Source: an optimization exercise on an open RTL-to-GDS flow (aim: small area, a short achievable clock period and few clock cycles). Production flows keep margins and buffers that such runs may drop. RTL that was checked went through simulation tests only; none was proved equivalent to the original. Only the layout flow was run in run 2; the RTL was not checked for function there. Power is estimated from default activity; no workload was simulated.

===== flow/run.sh =====
#!/bin/bash
set -euo pipefail
bash standard.sh \
  "BUFFER_PORTS_ARGS=-buffer_cell sky130_fd_sc_hd__buf_4" \
  SETUP_SLACK_MARGIN=7.1 \
  finish > make_finish.log 2>&1

===== standard.sh =====
#!/bin/bash
# synth_recipe.tcl (not shown) runs the flow's synth.tcl, then flattens the netlist and writes it again
# the make line also repeats each setting of config.mk as NAME=value (left out here)
make -C /OpenROAD-flow-scripts/flow DESIGN_CONFIG=/design/flow/config.mk WORK_HOME=/design/flow/orfs CLKGATE_MAP_FILE= SYNTH_SCRIPT=/design/flow/synth_recipe.tcl "${@:-finish}"

===== config.mk =====
export PLATFORM = sky130hd
export DESIGN_NAME = systolic_mm_top
export DESIGN_NICKNAME = systolic_mm_top
export VERILOG_FILES = /design/flow/design.v
export SDC_FILE = /design/flow/constraint.sdc
export NUM_CORES = 4
export LEC_CHECK = 0
export ABC_CLOCK_PERIOD_IN_PS = 3000
export CAP_MARGIN = 20
export CORE_MARGIN = 2
export CORE_UTILIZATION = 70
export CTS_CLUSTER_DIAMETER = 80
export CTS_CLUSTER_SIZE = 25
export PLACE_DENSITY = 0.8
export SLEW_MARGIN = 20

===== constraint.sdc =====
create_clock -name core_clock -period 10.0 [get_ports {clk}]
set_input_delay 2.0000 -clock core_clock [delete_from_list [all_inputs] [get_ports {clk}]]
set_output_delay 2.0000 -clock core_clock [all_outputs]
set_load 0.01 [all_outputs]

===== design.v =====
package systolic_mm_pkg;
    typedef logic [4-1:0] data_t;
    typedef logic [16-1:0] accum_t;
    typedef logic [$clog2((8 / 4))-1:0] tile_idx_t;
    typedef logic [$clog2((8 * 8))-1:0] elem_idx_t;
    typedef logic [$clog2((2 * 4 - 1)+1)-1:0] step_t;
    typedef logic [(8 * 8)*4-1:0] matrix_t;
    typedef logic [4*4-1:0] edge_t;
    typedef logic [4*4*16-1:0] tile_sums_t;
    typedef struct packed {
        edge_t left;
        edge_t top;
    } feed_t;
    typedef struct packed {
        tile_idx_t ib;
        tile_idx_t jb;
        tile_idx_t kb;
    } tile_pos_t;
    typedef struct packed {
        elem_idx_t index;
        accum_t value;
    } result_word_t;
    typedef enum logic [2:0] {IDLE, CLEAR, STREAM, FLUSH, COLLECT, NEXT, DRAIN} seq_state_t;
endpackage
`timescale 1ns/10ps
module systolic_mm_top (
    input  logic                          clk,
    input  logic                          rst,
    input  logic                          in_req,
    input  systolic_mm_pkg::data_t        in_data,
    output logic                          in_ack,
    output logic                          out_req,
    output systolic_mm_pkg::result_word_t out_word,
    input  logic                          out_ack,
    output logic                          done
);
    logic [6:0] ph65;
    logic [3:0] ph16;
    logic [7:0] t;
    logic [3:0] d_q;
    logic wa_q;
    logic wb1_q;
    logic wb2_pre;
    logic wb2_q;
    wire a_ph = (t[7:6] == 2'b00);
    wire b_ph = (t[7:6] == 2'b01);
    wire t_zero = (t == 8'd0);
    wire b_align = (ph16 == ({t[2:0], 1'b0} - 4'd1));
    wire a_align = ~ph65[6] & (ph65[5:1] == t[4:0]) & (ph65[0] == ~t[5]);
    wire can_ack = (a_ph & (t_zero | a_align)) | (b_ph & b_align);
    wire ack = in_req & ~in_ack & can_ack;
    wire ack_last = ack & (t == 8'd127);
    logic [3:0] ra [65];
    logic [3:0] rb [4][16];
    always_ff @(posedge clk) begin
        ra[0] <= wa_q ? d_q : ra[64];
        for (int n = 1; n < 65; n++) ra[n] <= ra[n-1];
    end
    wire [1:0] kb1 = t[4:3];
    wire [1:0] kb2 = t[4:3] - {1'b0, t[2:0] == 3'd0};
    for (genvar m = 0; m < 4; m++) begin : g_rb
        wire we = (wb1_q & (kb1 == 2'(m))) | (wb2_q & (kb2 == 2'(m)));
        always_ff @(posedge clk) begin
            rb[m][0] <= we ? d_q : rb[m][15];
            for (int n = 1; n < 16; n++) rb[m][n] <= rb[m][n-1];
        end
    end
    always_ff @(posedge clk) begin
        if (!in_ack) d_q <= in_data;
        if (rst) begin
            in_ack <= 1'b0;
            wa_q <= 1'b0;
            wb1_q <= 1'b0;
            wb2_pre <= 1'b0;
            wb2_q <= 1'b0;
        end else begin
            in_ack <= in_req & (in_ack | can_ack);
            wa_q <= ack & a_ph;
            wb1_q <= ack & b_ph & ~t[5];
            wb2_pre <= ack & b_ph & t[5];
            wb2_q <= wb2_pre;
        end
    end
    logic [6:0] cw;         
    logic [10:0] oval;
    logic loaded;           
    logic [31:0] hold;
    logic [2:0] hrow, hrow_p;
    logic hv, hv_p;
    logic [2:0] hld;
    logic hl_q;
    logic [2:0] want_q;
    logic [7:0] pq [4];
    logic [9:0] q;
    wire out_ph = t[7] | (t == 8'd127);
    wire hold_ok = ~hld[2] & ((hld[1] | hld[0]) ? (hv_p & (hrow_p == cw[5:3]))
                                                 : (hv & (hrow == cw[5:3])));
    wire ld1 = (~out_req | out_ack) & ~loaded;
    wire lw = ~out_req & ~loaded & ~cw[6] & out_ph
              & (ph16 == {cw[2:0] + 3'd6, 1'b1})
              & hold_ok;
    wire rise = ~out_req & ~out_ack & (loaded | lw) & (t[7] | ack_last);
    wire row_end = cw[2] & (cw[1] | cw[0]) & ~cw[6] & (cw[5:3] != 3'd7)
                   & (ph16 == 4'd8) & hv & (hrow == cw[5:3]);
    wire [2:0] want = cw[5:3] + {2'b00, row_end};
    logic [6:0] tgt_row;
    always_comb begin
        case (want)
            3'd0: tgt_row = 7'd55;
            3'd1: tgt_row = 7'd6;
            3'd2: tgt_row = 7'd22;
            3'd3: tgt_row = 7'd38;
            3'd4: tgt_row = 7'd54;
            3'd5: tgt_row = 7'd5;
            3'd6: tgt_row = 7'd21;
            default: tgt_row = 7'd37;
        endcase
    end
    wire hl = (t[7] | t[6]) & ~cw[6] & (ph65 == tgt_row) & ~ph16[0]
              & ~(hv & (hrow == want));
    always_ff @(posedge clk) begin
        for (int k = 0; k < 8; k++) begin
            hold[4*k +: 4] <= hl_q ? ra[53 - 2*k] : hold[4*((k+4)%8) +: 4];
        end
    end
    always_ff @(posedge clk) begin
        for (int m = 0; m < 4; m++) pq[m] <= hold[4*m +: 4] * rb[m][9];
        q <= 10'(pq[0]) + 10'(pq[1]) + 10'(pq[2]) + 10'(pq[3]);
    end
    always_ff @(posedge clk) begin
        if (rst) oval <= '0;
        else if (lw) oval <= oval + 11'(q);
        else if (ld1) oval <= 11'(q);
    end
    assign out_word = {cw[5:0], 5'd0, oval};
    always_ff @(posedge clk) begin
        hld <= {hld[1:0], hl_q};
        want_q <= want;
        if (rst) begin
            t <= '0;
            out_req <= 1'b0;
            done <= 1'b0;
            loaded <= 1'b0;
            hv <= 1'b0;
            hl_q <= 1'b0;
            cw <= '0;
            ph65 <= '0;
            ph16 <= '0;
        end else begin
            ph65 <= (ph65 == 7'd64) ? 7'd0 : ph65 + 7'd1;
            ph16 <= ph16 + 4'd1;
            hl_q <= hl;
            if (wa_q | wb1_q | wb2_pre) begin
                t <= t + 8'd1;
                if (t_zero) begin
                    ph65 <= 7'd3;
                    ph16 <= 4'd1;
                    cw <= '0;
                    hv <= 1'b0;
                    done <= 1'b0;
                end
            end
            if (hl_q) begin
                hrow_p <= hrow;
                hv_p <= hv;
                hrow <= want_q;
                hv <= 1'b1;
            end
            loaded <= (loaded | lw) & ~rise;
            if (out_req & out_ack) begin
                out_req <= 1'b0;
                cw <= cw + 7'd1;
            end else if (rise) begin
                out_req <= 1'b1;
            end
            if (cw[6] & t[7] & ~out_req & ~out_ack) begin
                done <= 1'b1;
                t <= '0;
            end
        end
    end
endmodule

==> flow_summary.json, run 1 <==
{
  "synth_cell_type_count": 54,
  "fin_ws_ns": 6.942,
  "synth_area_mm2": 0.01821,
  "drcViolationCount": 0,
  "crit_path_end_kind": "output pin",
  "critical_path_class": "reg2out",
  "drive_gt1_share_pct": 13.83,
  "layout_common_cells": "603 x dfxtp_1, 80 x ha_1, 60 x nand2_1",
  "slew_headroom_pct": 41.79,
  "area_growth_pct": 9.013,
  "synth_top_area_cell": "dfxtp_1",
  "track_usage_pct": 21.80,
  "cp.depth": 1,
  "path_cells": "buf_6",
  "drv_slew": 0,
  "reg2regPathDepth": 10,
  "clock_skew_ns": 0.02046,
  "drt-pass1-iter-count": 5,
  "hold_class": "reg2reg",
  "status": "timing/DRC/antenna clean",
  "ant_nets": 0,
  "wl_per_cell_um": 17.16,
  "start_util_pct": 70.49,
  "hold_viol": 0,
  "max_freq_ghz": 0.3270,
  "via_per_inst": 5.045,
  "m1WireLength_um": 13630,
  "cts_sinks": 654,
  "worstPathMaxFanout": 2,
  "power_density_mw_per_mm2": 202.8,
  "die_h_um": 165.3,
  "routabilityCongestion": 0.8189,
  "topRoutingLayerUsed": "met4",
  "path_buf_inv": 1,
  "io_buffers": 27,
  "finalSetupViolations": 0,
  "drtIter0Drc": 390,
  "max_stage_delay_ns": 0.36,
  "r2r-start": "hold[0]",
  "yosysTopAreaCellShare_pct": 70.68,
  "drv_cap": 0,
  "ir_worst_vdd_mv": 0.1858,
  "crit_required_ns": 8.00,
  "cts.clk_slew.worst_paths_ns": 0.10,
  "antennaDiodeCount": 0,
  "crit_path_start": "cw[5]",
  "fin_cells": 1694,
  "synth_edf_count": 11,
  "wl_um": 29070,
  "wl_met2_um": 14110,
  "crit_end": "out_word[21]",
  "wl_met3_um": 811,
  "critical-path-top-delay-family": "flip-flops",
  "synth-seq-cells": 654,
  "grt_max_degree": 36,
  "yosysWarnings": 4,
  "critPathSlowestCell": "dfxtp_4",
  "fin_util_pct": 76.84,
  "dp_slack_ns": 6.633,
  "cp.arrival_ns": 1.06,
  "syn_avg_cell_area_um2": 14.03,
  "clock_path_buffers": 3,
  "fp.dieArea_mm2": 0.02732,
  "fin_crit_sh_pct": 30.58,
  "reg2reg_slack_ns": 7.24,
  "critical_path.startpoint_type": "flop",
  "cts_tree": "done",
  "place_inst": 1635,
  "coreArea_mm2": 0.02584,
  "grt-ovfl-total": 0,
  "h-tree-depth": 1,
  "dp_hpwl_um": 18600,
  "period_minus_slack_ns": 3.058,
  "num_rows": 59,
  "tns_ns": 0,
  "grt_pass1_wl_um": 45690,
  "grt_pass1_vias": 8739,
  "worst_slew_pin_slew_ns": 0.8641,
  "antenna_found_initial": 0,
  "fin_nets": 1474,
  "r2r_end": "pq[0][7]",
  "clockRootBuffer": "clkbuf_16",
  "yosys-top-cells-area": "dfxtp_1 71%, ha_1 5.5%, fa_1 3.6%",
  "cts-buffers-inserted": 30,
  "ys_seq_area_share_pct": 72.49,
  "ctsHoldBuffers": 0,
  "synthesis.instances": 1298,
  "synthArstFlopShare_pct": 0,
  "die_w_um": 165.3,
  "insertion_delay_ns": 0.58,
  "vias": 8546,
  "rsz0062_at_grt": "yes",
  "layout_commonest_cell": "dfxtp_1",
  "p_leak_uw": 0.008535,
  "ioPinCount": 33,
  "ys.flop_type": "dfxtp_1"
}
layer usage:
metal  GRT usage (%)  up-vias
li1                -     4331
met1           29.54     4085
met2           37.88       97
met3           2.947       33
met4           4.702        0
met5               0        -
sequential cells by signal (all words and copies together), names as in the netlist, 3 cells and up:
signal and count:
cw 7, d_q 4, hld 3, hold 32
hrow 3, hrow_p 3, oval 11, ph16 4
ph65 7, pq 32, q 10, ra 260
rb 256, t 8, want_q 3
final cells by class:
type | instances | area [um^2]
clock inverters | 3 | 38.79
clock buffers | 35 | 769.5
flip-flops and latches | 654 | 13280
well taps | 335 | 419.2
inverters | 48 | 180.2
repair buffers | 50 | 450.4
fillers | 1509 | 5983
multi-input cells | 569 | 4718
stage by stage:
stage	total power (uW)	cell area [um^2]	hold WS (ns)
2_1_floorplan	2760	18230	0.3096
3_3_place_gp	2776	18710	0.3101
3_5_place_dp	2780	18710	0.3121
4_1_cts	4049	19790	0.3205
5_1_grt	4145	19850	0.3226
6_report	4026	19850	0.3207
worst min-delay path by stage:
stage	slack, ns	cells past startpoint	endpoint	startpoint
detailed placement	0.31	0	ra[49][0]	ra[48][0]
global placement	0.31	0	ra[37][0]	ra[36][0]
global route	0.32	0	ra[30][3]	ra[29][3]
CTS	0.32	0	ra[24][1]	ra[23][1]
finish	0.32	0	ra[30][3]	ra[29][3]
floorplan	0.31	0	ra[10][0]	ra[9][0]
cell families (layout without fill, tap and decap cells):
kind of cell,after synthesis,count (layout),share of synthesized area (%)
AOI/OAI and AO/OA,116,116,4.081
xor gates and xnor gates,66,66,3.174
adders and majority gates,113,113,9.123
buffers and inverters,79,136,1.875
DFF,654,654,72.49
muxes,53,53,3.270
other,1,5,0.02059
and+or+nand+nor,216,216,5.963
where the power goes:
part | internal (uW) | total (uW) | switching, uW
sequential | 2660 | 2680 | 26.5
clock | 551 | 1310 | 754
combinational | 16.7 | 37.4 | 20.7
total | 3220 | 4030 | 801
repair_timing:
item | CTS | global route
resized for setup | 50 | 29
endpoints found under the setup margin | 21 | 28
setup buffers | 20 | 1
synthesized netlist by cell type (2+ instances only):
library cell / count
a21o_1: 11
buf_4: 11
clkbuf_1: 17
dfxtp_1: 643
buf_2: 3
nand4_1: 10
o21bai_1: 5
and2_1: 38
nand2_1: 60
o21ai_0: 19
nor3_1: 11
nand3_1: 14
nor4b_1: 3
a22oi_1: 6
nor3b_1: 3
nor2_1: 46
a21oi_1: 42
o211ai_1: 2
a211oi_1: 3
o21a_1: 4
nor2b_1: 11
a31oi_1: 10
edfxtp_1: 11
xnor2_1: 42
a311oi_1: 2
fa_1: 33
inv_1: 48
or3_1: 3
and4_1: 2
xor2_1: 24
nand2b_1: 4
ha_1: 80
mux2_2: 52
and3_1: 5
Testbench counts, summed over its fixed seeds: cycles 18,384.
==> run 2, diff against run 1 <==
--- a/design.v
+++ b/design.v
@@ -67,19 +67,12 @@
     end
     always_ff @(posedge clk) begin
         if (!in_ack) d_q <= in_data;
-        if (rst) begin
-            in_ack <= 1'b0;
-            wa_q <= 1'b0;
-            wb1_q <= 1'b0;
-            wb2_pre <= 1'b0;
-            wb2_q <= 1'b0;
-        end else begin
-            in_ack <= in_req & (in_ack | can_ack);
-            wa_q <= ack & a_ph;
-            wb1_q <= ack & b_ph & ~t[5];
-            wb2_pre <= ack & b_ph & t[5];
-            wb2_q <= wb2_pre;
-        end
+        wa_q <= ack & a_ph;
+        wb1_q <= ack & b_ph & ~t[5];
+        wb2_pre <= ack & b_ph & t[5];
+        wb2_q <= wb2_pre;
+        if (rst) in_ack <= 1'b0;
+        else in_ack <= in_req & (in_ack | can_ack);
     end
     logic [6:0] cw;         
     logic [10:0] oval;
@@ -133,43 +126,41 @@
         else if (ld1) oval <= 11'(q);
     end
     assign out_word = {cw[5:0], 5'd0, oval};
+    wire took = wa_q | wb1_q | wb2_pre;     
+    wire start_q = took & t_zero;           
     always_ff @(posedge clk) begin
         hld <= {hld[1:0], hl_q};
         want_q <= want;
+        ph65 <= (ph65 == 7'd64) ? 7'd0 : ph65 + 7'd1;
+        ph16 <= ph16 + 4'd1;
+        if (hl_q) begin
+            hrow_p <= hrow;
+            hv_p <= hv;
+            hrow <= want_q;
+            hv <= 1'b1;
+        end
+        if (out_req & out_ack) cw <= cw + 7'd1;
+        if (start_q) begin
+            ph65 <= 7'd3;
+            ph16 <= 4'd1;
+            cw <= '0;
+            hv <= 1'b0;
+        end
+    end
+    always_ff @(posedge clk) begin
         if (rst) begin
             t <= '0;
             out_req <= 1'b0;
             done <= 1'b0;
             loaded <= 1'b0;
-            hv <= 1'b0;
             hl_q <= 1'b0;
-            cw <= '0;
-            ph65 <= '0;
-            ph16 <= '0;
         end else begin
-            ph65 <= (ph65 == 7'd64) ? 7'd0 : ph65 + 7'd1;
-            ph16 <= ph16 + 4'd1;
             hl_q <= hl;
-            if (wa_q | wb1_q | wb2_pre) begin
-                t <= t + 8'd1;
-                if (t_zero) begin
-                    ph65 <= 7'd3;
-                    ph16 <= 4'd1;
-                    cw <= '0;
-                    hv <= 1'b0;
-                    done <= 1'b0;
-                end
-            end
-            if (hl_q) begin
-                hrow_p <= hrow;
-                hv_p <= hv;
-                hrow <= want_q;
-                hv <= 1'b1;
-            end
+            if (took) t <= t + 8'd1;
+            if (start_q) done <= 1'b0;
             loaded <= (loaded | lw) & ~rise;
             if (out_req & out_ack) begin
                 out_req <= 1'b0;
-                cw <= cw + 7'd1;
             end else if (rise) begin
                 out_req <= 1'b1;
             end
--- a/config.mk
+++ b/config.mk
@@ -9,7 +9,7 @@
 export CAP_MARGIN = 20
 export CORE_MARGIN = 2
 export CORE_UTILIZATION = 70
-export CTS_CLUSTER_DIAMETER = 80
-export CTS_CLUSTER_SIZE = 25
+export CTS_CLUSTER_DIAMETER = 100
+export CTS_CLUSTER_SIZE = 30
 export PLACE_DENSITY = 0.8
 export SLEW_MARGIN = 20
==> flow_summary.json, run 2 <==
{
  "synth_cell_type_count": 60,
  "wl_met3_um": 693,
  "cp.depth": 1,
  "die_w_um": 165.3,
  "ioPinCount": 33,
  "yosysMostFrequentCell": "dfxtp_1",
  "grt-ovfl-total": 0,
  "path_cells": "buf_6",
  "area_growth_pct": 8.166,
  "fp.dieArea_mm2": 0.02731,
  "p_leak_uw": 0.008505,
  "drv_cap": 0,
  "largest-register": "ra",
  "grt_pass1_wl_um": 45070,
  "reg.largest.list": "ra (260), rb (256)",
  "synthArstFlopShare_pct": 0,
  "synthesis.instances": 1283,
  "ant_nets": 0,
  "fin_crit_sh_pct": 30.65,
  "tns_ns": 0,
  "dp_hpwl_um": 18380,
  "path_buf_inv": 1,
  "ys_seq_area_share_pct": 72.54,
  "drt-pass1-iter-count": 6,
  "ctsHoldBuffers": 0,
  "wl_per_cell_um": 16.87,
  "critical_path.startpoint_type": "flop",
  "grt_pass1_vias": 8627,
  "critical-path-top-delay-family": "flip-flops",
  "insertion_delay_ns": 0.58,
  "synth-seq-cells": 654,
  "worst_slew_pin_slew_ns": 1.037,
  "clock_path_buffers": 3,
  "worstPathMaxFanout": 2,
  "critical_path_class": "reg2out",
  "period_minus_slack_ns": 3.066,
  "coreArea_mm2": 0.02576,
  "cts-buffers-inserted": 25,
  "syn_avg_cell_area_um2": 14.19,
  "drcViolationCount": 0,
  "drv_slew": 0,
  "wl_um": 28180,
  "yosysWarnings": 4,
  "clock_skew_ns": 0.02197,
  "topRoutingLayerUsed": "met4",
  "m1WireLength_um": 12780,
  "grt_max_degree": 42,
  "cp.arrival_ns": 1.07,
  "yosysTopAreaCellShare_pct": 70.72,
  "rsz0062_at_grt": "yes",
  "io_buffers": 27,
  "power_uw": 4196,
  "finalSetupViolations": 0,
  "min_delay_path_depth": 0,
  "critPathSlowestCell": "dfxtp_4",
  "drtIter0Drc": 478,
  "layout_commonest_cell": "dfxtp_1",
  "vias": 8408,
  "h-tree-depth": 1,
  "crit_required_ns": 8.00,
  "via_per_inst": 5.035,
  "routabilityCongestion": 0.8413,
  "fin_ws_ns": 6.935,
  "dp_slack_ns": 6.895,
  "status": "timing/DRC/antenna clean",
  "cts_sinks": 654,
  "track_usage_pct": 21.46,
  "synth_edf_count": 11,
  "max_freq_ghz": 0.3262,
  "drive_gt1_share_pct": 14.08,
  "power_density_mw_per_mm2": 213.1,
  "slew_headroom_pct": 30.85,
  "num_rows": 59,
  "wl_met2_um": 14210,
  "start_util_pct": 70.65,
  "die_h_um": 165.3,
  "max_stage_delay_ns": 0.37,
  "synth_area_mm2": 0.01820,
  "yosys-top-cells-area": "dfxtp_1 71%, ha_1 5.5%, fa_1 3.6%",
  "layout_common_cells": "603 x dfxtp_1, 80 x ha_1, 52 x nand2_1, 52 x mux2_2, 48 x inv_1",
  "hold_class": "reg2reg",
  "largest_reg_flops": 260,
  "ir_worst_vdd_mv": 0.2465,
  "antennaDiodeCount": 0,
  "antenna_found_initial": 0,
  "synth_top_area_cell": "dfxtp_1",
  "synth_commonest_cells": "643 x dfxtp_1, 80 x ha_1, 52 x mux2_2, 52 x nand2_1, 48 x inv_1",
  "hold_viol": 0,
  "cts_tree": "done",
  "clockRootBuffer": "clkbuf_16",
  "crit_path_end_kind": "output pin",
  "fin_nets": 1453,
  "ys.flop_type": "dfxtp_1",
  "cts.clk_slew.worst_paths_ns": 0.11,
  "reg2regPathDepth": 8
}
-- run 2: cell count changes after synthesis, moves of 3 or more --
cell / delta
nand2b_1: +3
xnor2_1: -3
o21ai_0: -3
nand2_1: -8
a31oi_1: -9
xor2_1: +10
nor3_1: +4
nor2b_1: -7
and2_1: +3
nand3_1: -4
a21oi_1: -5
-- run 2: final timing paths --
kind                            startpoint      endpoint  slack (ns)
worst max-delay path                 cw[0]  out_word[16]        6.93
worst min-delay path             rb[19][0]     rb[20][0]        0.32
worst max register to register    pq[0][2]          q[8]        7.20
worst min register to register   rb[19][0]     rb[20][0]        0.32
-- run 2: layout make-up --
| type | instances | area (um^2) |
|---|---|---|
| Fill cell | 1524 | 6076 |
| Inverter | 48 | 180.2 |
| Clock inverter | 2 | 28.78 |
| Timing Repair Buffer | 52 | 465.4 |
| Tap cell | 335 | 419.2 |
| Clock buffer | 28 | 636.9 |
| Multi-Input combinational cell | 551 | 4679 |
| Sequential cell | 654 | 13280 |
-- run 2: per-layer routing --
layer  GRT usage [%]  vias up
met4           5.138        0
met5               0        -
met3           2.572       33
met2           38.47      105
li1                -     4248
met1           27.97     4022
-- run 2: logic make-up after synthesis --
| kind of cell | share of synthesized area [%] |
|---|---|
| fa+ha+maj | 9.129 |
| other cells | 0.02060 |
| xor+xnor | 3.513 |
| simple gates | 5.919 |
| compound gates | 3.685 |
| buf+inv | 1.980 |
| mux | 3.217 |
| flops | 72.54 |
-- run 2: report_power, final --
group	internal, uW	total [uW]	switching (uW)	leakage (uW)
Clock	463	1180	718	0.000326
Sequential	2770	2870	97.2	0.00534
Combinational	70.0	144	73.7	0.00284
-- run 2: repair_timing --
| item | in CTS | in global routing |
|---|---|---|
| setup endpoints to repair | 21 | 29 |
| pin swaps | 1 | 1 |
| buffers inserted | 24 | 0 |
| gates resized for setup | 47 | 28 |
-- run 2: stage by stage --
stage,util (%),area [um^2],std cells,hold WS (ns)
2_1_floorplan,-,18220,1287,0.3096
3_3_place_gp,72.47,18670,1616,0.3096
3_5_place_dp,72.47,18670,1616,0.3121
4_1_cts,76.21,19630,1670,0.3205
5_1_grt,76.42,19690,1670,0.3232
6_report,76.42,19690,1670,0.3195

-- separate check: timing with driven ports --
Ports are ideal in the flow. The routed layouts listed here were re-timed in OpenROAD. Step 1 sets driving cells, clkbuf_16 on the clock port and buf_2 on the other inputs (assumed; they add their load-dependent delay and slew). Step 2 moves the port delays by t, midway between the first and last clock arrival at a register: inputs arrive t later, outputs are due t later. That takes back most of the time a late clock gives input paths. Three values: ideal, step 1, step 2; two values: the first two.
| run | t, ns | setup WS [ns] | hold slack, ns | worst slew at a driven data input, ns |
|---|---|---|---|---|
| run 1 | 0.620 | 6.942 / 6.894 / 6.599 | 0.321 / 0.321 / 0.321 | 0.04 |
| run 2 | 0.619 | 6.935 / 6.885 / 6.839 | 0.320 / 0.320 / 0.320 | 0.03 |
After both steps every run listed still meets setup and hold. The setup slack of run 1, which loses most, moves by -0.048 ns with the drivers and by -0.343 ns with both steps.
